From an optimization exercise on the open Yosys and OpenROAD flow, aimed at small area and a short achievable clock period; shortcuts taken in it are not production practice.
Function was checked by simulation only, so behaviour that the tests miss may differ from the original.
Power figures rest on the tool's default switching activity, not on a simulated workload.

## v5
// mul_issue_ctrl
module mul_issue_ctrl
#(
   parameter int MUL_LAT = m_extension::MUL_LAT_DEFAULT
) (
   input  logic        clk,
   input  logic        rst,
   input  logic        req_valid,
   output logic        req_ready,
   input  logic [31:0] req_rs1,
   input  logic [31:0] req_rs2,
   input  m_extension::m_funct3     req_funct3,
   input  logic        flush,
   output logic        resp_valid,
   output logic [31:0] resp_data,
   input  logic        resp_ready,
   output logic [15:0] hit_count
);
For scale: roughly 1600 cells after synthesis, ~240 flip-flops, ~120 I/O pins, roughly 16000 µm² of cells after synthesis.
Settings: LEC_CHECK=0, CAP_MARGIN=20, CORE_MARGIN=2, CORE_UTILIZATION=40, SLEW_MARGIN=20; clock period 10.0 ns.
standard.sh (not shown) runs the stock make flow with config.mk's settings and CLKGATE_MAP_FILE= SYNTH_SCRIPT=/design/flow/synth_recipe.tcl, a recipe that flattens the netlist after the stock synthesis.
==> flow/flow/run.sh <==
#!/bin/bash
# Own flow: the standard layout (standard.sh: the standard synthesis, then
# ORFS floorplan, placement, CTS and routing) with plain buf_1 port buffers in
# place of clkdlybuf4s50_1, larger clock-sink clusters without dummy loads,
# and a tighter setup repair target. Every tool's own log is under orfs/logs/;
# make's output goes to standard.log.
set -euo pipefail
bash standard.sh \
  "BUFFER_PORTS_ARGS=-buffer_cell sky130_fd_sc_hd__buf_1" \
  "CTS_ARGS=-sink_clustering_enable -repair_clock_nets -sink_clustering_size 20 -sink_clustering_max_diameter 100 -dont_use_dummy_load" \
  "SETUP_SLACK_MARGIN=5.5" \
  finish > standard.log 2>&1
--- input diff v5..v42 ---
- CORE_UTILIZATION changed from 40 to 60
-- flow/flow/run.sh --
<<< v5, line 11
  "SETUP_SLACK_MARGIN=5.5" \
>>> v42, line 11
  "SETUP_SLACK_MARGIN=5.45" \
==> run notes <==
v42 vs v5 on layout-stage area growth over the synthesis result: v42 is the lower one.
The run showing the smaller count of cells along the worst register-to-register path is v42.
The final instance count without filler cells of v42 is lower than that of v5.
As far as fraction of synthesis flops using an asynchronous set or reset pin goes, v42 and v5 are indistinguishable; the numbers are identical.
Number of DRC violations after detailed-routing iteration 0 was higher in v42 than in v5.
Cell area on v42 is ahead of v5.
v42 against v5: power dissipated by switching net loads dropped 2.4%; cell count after synthesis flat; wire length went down by 4.1 mm.
Compared with v5, in v42 fraction of the core area covered by cells at the end of the flow increased 22 points, number of placed cells counting well taps -about 9%.
#### Input delta (v35 over v42)
- a change of CORE_UTILIZATION from 60 to 40
-- flow/flow/run.sh --
<<< v42, line 11
  "SETUP_SLACK_MARGIN=5.45" \
>>> v35, line 11
  "SETUP_SLACK_MARGIN=5.25" \
## What came out
- v35 finished every stage and its layout cleared the timing, DRC and antenna checks.
- Across both runs, routed length on met3 was higher for v35 than for v42.
- Compared with v42, v35 shows count of buffers not belonging to the clock network in the layout that has gone down by more than 10%.
- Of v35 and v42, v35 shows the higher endpoint arrival time on the critical path, with v42 below it.
- The estimated power of v35 ends up lower than the estimate for v42.
- v35 vs v42, launch point of the critical path: op_a_r[18]$_DFFE_PP_ vs resp_ready
- In the metrics for v35 and v42, the one carrying the lower worst-case setup margin in the final layout is v35.

## job 5460
mul_issue_ctrl, a different RTL version from the one above (not shown whole).
Size in the first run: ~1,500 cells after synthesis, roughly 250 flip-flops, roughly 120 I/O pins, roughly 0.016 mm^2 of cells after synthesis.
Settings: LEC_CHECK=0, CAP_MARGIN=20, CORE_MARGIN=2, CORE_UTILIZATION=40, SLEW_MARGIN=20; clock period 10.0 ns.
==> flow/flow/run.sh <==
#!/bin/bash
# Own flow: the standard layout (standard.sh: the standard synthesis, then
# ORFS floorplan, placement, CTS and routing) with plain buf_1 port buffers in
# place of clkdlybuf4s50_1, larger clock-sink clusters without dummy loads,
# and a tighter setup repair target. Every tool's own log is under orfs/logs/;
# make's output goes to standard.log.
set -euo pipefail
bash standard.sh \
  "BUFFER_PORTS_ARGS=-buffer_cell sky130_fd_sc_hd__buf_1" \
  "CTS_ARGS=-sink_clustering_enable -repair_clock_nets -sink_clustering_size 14 -sink_clustering_max_diameter 80 -dont_use_dummy_load -buf_list sky130_fd_sc_hd__clkbuf_8" \
  "SETUP_SLACK_MARGIN=5.45" \
  finish > standard.log 2>&1
Job 5460: flow completed, timing, DRC and antenna clean
--- input diff job 5460..job 132 ---
--- a/flow/flow/run.sh
+++ b/flow/flow/run.sh
@@ -10 +10 @@
-  "CTS_ARGS=-sink_clustering_enable -repair_clock_nets -sink_clustering_size 14 -sink_clustering_max_diameter 80 -dont_use_dummy_load -buf_list sky130_fd_sc_hd__clkbuf_8" \
+  "CTS_ARGS=-sink_clustering_enable -repair_clock_nets -sink_clustering_size 28 -sink_clustering_max_diameter 120 -dont_use_dummy_load" \
--- a/flow/config.mk
+++ b/flow/config.mk
@@ -11,0 +12 @@
+export TNS_END_PERCENT = 10
## What came out
Taking job 5460 as the reference, in job 132 clock-buffer cell count now smaller, detailed-route via count went down, met1 routing resource usage after global routing shows an increase of 0.62 points, setup slack has decreased, sequential cell fraction of total power moved up.
Job 5460 and job 132 ended up with roughly the same global-route usage.
Job 132 — number of signal-net buffers in the layout about 7.5% lower, job 5460 as reference
Changes in job 5744 relative to job 132:
--- a/flow/flow/run.sh
+++ b/flow/flow/run.sh
@@ -10 +10 @@
-  "CTS_ARGS=-sink_clustering_enable -repair_clock_nets -sink_clustering_size 28 -sink_clustering_max_diameter 120 -dont_use_dummy_load" \
+  "CTS_ARGS=-sink_clustering_enable -repair_clock_nets -sink_clustering_size 20 -sink_clustering_max_diameter 100 -dont_use_dummy_load" \
--- a/flow/config.mk
+++ b/flow/config.mk
@@ -12 +11,0 @@
-export TNS_END_PERCENT = 10
## What came out
- Job 132 → job 5744: clock distribution area overhead in the final layout up 0.53 points; non-clock buffer total of the final layout rose by about 1.1%; largest net degree at the start of global routing climbed 2; cell area after layout went up by about 1.4%; post-CTS clock slew at the launch and capture registers of the worst setup and hold paths -40 ps.
- Job 5744 gives less wire length than job 132 did.
- Capture point of the worst path = req_ready: job 5744; capture point of the worst path = acc_r[31]: job 132
--- input diff job 5744..job 4546 ---
--- a/flow/config.mk
+++ b/flow/config.mk
@@ -8 +8 @@
-export CAP_MARGIN = 20
+export CAP_MARGIN = 5
@@ -11 +11 @@
-export SLEW_MARGIN = 20
+export SLEW_MARGIN = 5
Notes after the runs:
Compared with job 5744, in job 4546 internal power summed over all cells closely matched the old numbers; worst setup slack closely matched the old numbers; multi-input logic area closely matched the old numbers; first-pass detailed-route iteration total closely matched the old numbers; initial antenna violation count closely matched the old numbers.
Met3 demand-to-capacity share in global routing: job 5744 vs job 4546, no meaningful difference
--- input diff job 4546..job 2315 ---
--- a/flow/flow/run.sh
+++ b/flow/flow/run.sh
@@ -11 +11 @@
-  "SETUP_SLACK_MARGIN=5.45" \
+  "SETUP_SLACK_MARGIN=5.75" \
--- a/flow/config.mk
+++ b/flow/config.mk
@@ -8 +8 @@
-export CAP_MARGIN = 5
+export CAP_MARGIN = 20
@@ -11 +11,2 @@
-export SLEW_MARGIN = 5
+export SLEW_MARGIN = 20
+export TNS_END_PERCENT = 10
==> comparison <==
Re number of nets in the final layout: job 4546 was lower than job 2315. Compared to job 4546, job 2315 has routed wire length about 10% higher. [compare] base=job 4546 new=job 2315: global-route usage now larger; worst setup slack went up; clock network power share decreased by 0.5 points relative to the old numbers.

afterwards: timing with drivers on the ports:
No port has a modelled driver above. Below, the same layouts with a new extraction and two added sets of constraints.
Step 1, drivers: a clkbuf_16 drives clk and a buf_2 each remaining input, both assumed.
Step 2 adds t to the input delays and takes it off the output delays; t is the mean of the earliest and latest rising clock arrival at the registers after step 1. Input paths then give back, and output paths get back, about the clock's delay inside the block.
a / b / c = ideal ports / drivers / drivers and shift; a / b = the first two.
run	t, ns	setup slack, ns	cell pins on the clock port's net
v5	0.544	5.568 / 5.535 / 5.167	1
v42	0.545	5.555 / 5.532 / 5.238	1
v35	0.535	5.434 / 5.434 / 5.085	1
job 5460	0.609	5.518 / 5.491 / 5.051	1
job 132	0.526	5.490 / 5.465 / 5.063	1
job 5744	0.542	5.517 / 5.493 / 5.078	1
job 4546	0.542	5.517 / 5.493 / 5.078	1
job 2315	0.544	5.562 / 5.530 / 5.110	1
After both steps setup and hold are still met in every run listed. For job 5460, which loses most, drivers alone change the setup slack by -0.027 ns; drivers and shift together by -0.467 ns.
